Background: an optimization exercise with open tools, aiming at small area, a short achievable clock period and few clock cycles per item. Do not read the settings as production practice.
Only simulation tests tie the RTL to the original design; equivalence was not proved.

Design mul_unit_top, start of the top module:
module mul_unit_top
(
  input  logic        clk,
  input  logic        rst_n,
  input  logic        in_valid,
  output logic        in_ready,
  input  logic [31:0] in_a,
  input  logic [31:0] in_b,
  input  logic [7:0]  in_tag,
  output logic        out_valid,
  input  logic        out_ready,
  output logic [63:0] out_product,
  output logic [7:0]  out_tag
);
Settings: LEC_CHECK=0, ABC_CLOCK_PERIOD_IN_PS=6000, CAP_MARGIN=55, CORE_MARGIN=2, CORE_UTILIZATION=65, GPL_TIMING_DRIVEN=1, SLEW_MARGIN=70, SYNTH_HIERARCHICAL=1; clock period 26.0 ns.
standard.sh (not shown) runs the stock make flow with config.mk's settings and CLKGATE_MAP_FILE= SYNTH_SCRIPT=/design/flow/synth_recipe.tcl, a recipe that flattens the netlist after the stock synthesis.
==> flow/flow/run.sh <==
#!/bin/bash
# The standard layout, with plain buffers (buf_2) on the ports instead of
# the resizer's default pick, a delay cell. Everything else is the standard flow's own
# flow (standard.sh), run unchanged.
set -euo pipefail
export BUFFER_PORTS_ARGS="-buffer_cell sky130_fd_sc_hd__buf_2"
bash standard.sh finish > standard.log 2>&1
Testbench counts at the start, summed over its fixed seeds: cycles 16,016, items 16,000.
Edit:
--- a/flow/config.mk
+++ b/flow/config.mk
@@ -7,8 +7,8 @@
 export LEC_CHECK = 0
 export ABC_CLOCK_PERIOD_IN_PS = 6000
-export CAP_MARGIN = 55
+export CAP_MARGIN = 40
 export CORE_MARGIN = 2
-export CORE_UTILIZATION = 65
+export CORE_UTILIZATION = 60
 export GPL_TIMING_DRIVEN = 1
-export SLEW_MARGIN = 70
+export SLEW_MARGIN = 50
 export SYNTH_HIERARCHICAL = 1
Clock-buffer cell count went up by 1.
Routed wire length went up by 0.52%.
First-iteration DRC count went down by 10%.
Edit:
--- a/flow/config.mk
+++ b/flow/config.mk
@@ -7,8 +7,8 @@
 export LEC_CHECK = 0
 export ABC_CLOCK_PERIOD_IN_PS = 6000
-export CAP_MARGIN = 40
+export CAP_MARGIN = 50
 export CORE_MARGIN = 2
-export CORE_UTILIZATION = 60
+export CORE_UTILIZATION = 65
 export GPL_TIMING_DRIVEN = 1
-export SLEW_MARGIN = 50
+export SLEW_MARGIN = 60
 export SYNTH_HIERARCHICAL = 1
Routed wire length is lower by 0.86%.
Flip-flop and latch count is unchanged.
Synthesized area is unchanged.
Cell area is higher by 0.42%.
Cell count is lower by 0.31%.
Edit:
--- a/flow/config.mk
+++ b/flow/config.mk
@@ -10,4 +10,6 @@
 export CORE_MARGIN = 2
 export CORE_UTILIZATION = 65
+export CTS_CLUSTER_DIAMETER = 90
+export CTS_CLUSTER_SIZE = 28
 export GPL_TIMING_DRIVEN = 1
 export SLEW_MARGIN = 60
Outcome: Cell area decreases by 1.1%; area after synthesis stays the same.
Edit:
==> flow/flow/run.sh (replaced) <==
#!/bin/bash
set -euo pipefail
export BUFFER_PORTS_ARGS="-buffer_cell sky130_fd_sc_hd__buf_2"
export POST_RESIZE_TCL="$(pwd)/flow/rebuffer.tcl"
bash standard.sh finish > standard.log 2>&1
==> flow/flow/rebuffer.tcl (new file) <==
proc my_esc { name } {
  return [string map [list "\[" "\\\[" "\]" "\\\]"] $name]
}

proc my_rebuffer { cell } {
  set block [ord::get_db_block]
  set n 0
  foreach inst [$block getInsts] {
    set name [$inst getName]
    if { ![string match "u_pipe.s1_a*" $name] && ![string match "u_pipe.s1_one*" $name] \
         && ![string match "u_pipe.s1_two*" $name] && ![string match "u_pipe.s1_neg*" $name] } { continue }
    set qterm [$inst findITerm Q]
    if { $qterm == "NULL" } { continue }
    set net [$qterm getNet]
    if { $net == "NULL" } { continue }
    # strip buffers hanging off this net (repeatedly, for multi-level trees)
    for {set pass 0} {$pass < 4} {incr pass} {
      set bufs {}
      foreach it [$net getITerms] {
        set li [$it getInst]
        if { $li == $inst } { continue }
        set m [[$li getMaster] getName]
        if { [string match "sky130_fd_sc_hd__buf_*" $m] || [string match "sky130_fd_sc_hd__clkbuf_*" $m] } {
          set c [get_cells -quiet [$li getName]]
          if { [llength $c] == 1 } { lappend bufs $c }
        }
      }
      if { [llength $bufs] == 0 } { break }
      foreach b $bufs { remove_buffers $b }
    }
    set loads 0
    foreach it [$net getITerms] { if { [$it isInputSignal] } { incr loads } }
    if { $loads < 6 } { continue }
    set loc [$inst getLocation]
    set x [expr { [lindex $loc 0] / 1000.0 }]
    set y [expr { [lindex $loc 1] / 1000.0 }]
    insert_buffer -net [get_nets [$net getName]] -buffer_cell $cell -location [list $x $y]
    incr n
  }
  puts "my_rebuffer: buffered $n operand nets with $cell"
}

my_rebuffer sky130_fd_sc_hd__buf_4
What happened:
- die area stays the same
- final cell count fell by 0.34%
- wire length stays flat
- hold slack barely changes
Edit:
--- a/flow/flow/rebuffer.tcl
+++ b/flow/flow/rebuffer.tcl
@@ -41,3 +41,47 @@
 }
 
+# Multiplier cells whose output net matches pattern and spans more than
+# min_len_um (half perimeter of its pins) get the next drive strength up.
+proc my_upsize_long { min_len_um pattern } {
+  set block [ord::get_db_block]
+  set dbu [$block getDbUnitsPerMicron]
+  array set up {
+    sky130_fd_sc_hd__nor2_1   sky130_fd_sc_hd__nor2_2
+    sky130_fd_sc_hd__nand2_1  sky130_fd_sc_hd__nand2_2
+    sky130_fd_sc_hd__o21ai_0  sky130_fd_sc_hd__o21ai_2
+    sky130_fd_sc_hd__o21ai_1  sky130_fd_sc_hd__o21ai_2
+    sky130_fd_sc_hd__a21oi_1  sky130_fd_sc_hd__a21oi_2
+    sky130_fd_sc_hd__inv_1    sky130_fd_sc_hd__inv_2
+    sky130_fd_sc_hd__clkinv_1 sky130_fd_sc_hd__clkinv_2
+    sky130_fd_sc_hd__fa_1     sky130_fd_sc_hd__fa_2
+    sky130_fd_sc_hd__ha_1     sky130_fd_sc_hd__ha_2
+    sky130_fd_sc_hd__xnor2_1  sky130_fd_sc_hd__xnor2_2
+    sky130_fd_sc_hd__xor2_1   sky130_fd_sc_hd__xor2_2
+    sky130_fd_sc_hd__a22oi_1  sky130_fd_sc_hd__a22oi_2
+  }
+  set n 0
+  foreach net [$block getNets] {
+    if { ![string match $pattern [$net getName]] } { continue }
+    set drv ""
+    set xs {}
+    set ys {}
+    foreach it [$net getITerms] {
+      set inst [$it getInst]
+      set loc [$inst getLocation]
+      lappend xs [lindex $loc 0]
+      lappend ys [lindex $loc 1]
+      if { [$it isOutputSignal] } { set drv $inst }
+    }
+    if { $drv == "" || [llength $xs] < 2 } { continue }
+    set len [expr { ([tcl::mathfunc::max {*}$xs] - [tcl::mathfunc::min {*}$xs] + [tcl::mathfunc::max {*}$ys] - [tcl::mathfunc::min {*}$ys]) / double($dbu) }]
+    if { $len < $min_len_um } { continue }
+    set m [[$drv getMaster] getName]
+    if { ![info exists up($m)] } { continue }
+    replace_cell [get_cells [$drv getName]] $up($m)
+    incr n
+  }
+  puts "my_upsize_long: upsized $n cells on $pattern nets over $min_len_um um"
+}
+
 my_rebuffer sky130_fd_sc_hd__buf_4
+my_upsize_long 40 u_pipe.u_mul.k*
- cell area came out higher by 0.42%
- routed wire length stays flat
- sequential share of layout area barely changes
- first-iteration DRC count came out lower by 13%
- via count came out lower by 0.53%

## what the ideal ports hide
Ports are ideal in the flow. The routed layouts listed here were re-timed in OpenROAD.
Step 1 sets driving cells, clkbuf_16 on the clock port and buf_2 on the other inputs (assumed; they add their load-dependent delay and slew).
Step 2 also shifts input and output timing later by t, the mid clock arrival at the registers, as if the neighbouring blocks saw the same clock.
a / b / c = ideal ports / drivers / drivers and shift; a / b = the first two.
run | t (ns) | setup slack, ns | worst setup path after step 2
the first run | 0.639 | 19.631 / 19.568 / 19.411 | input to register
the second run | 0.661 | 19.440 / 19.440 / 19.411 | input to register
the third run | 0.651 | 19.539 / 19.529 / 19.329 | input to register
the fourth run | 0.601 | 19.501 / 19.501 / 19.379 | input to register
the fifth run | 0.575 | 19.530 / 19.530 / 19.369 | input to register
the sixth run | 0.591 | 19.656 / 19.591 / 19.371 | input to register
After both steps setup and hold are still met in every run listed. The setup slack of the sixth run, which loses most, moves by -0.065 ns with the drivers and by -0.285 ns with both steps.
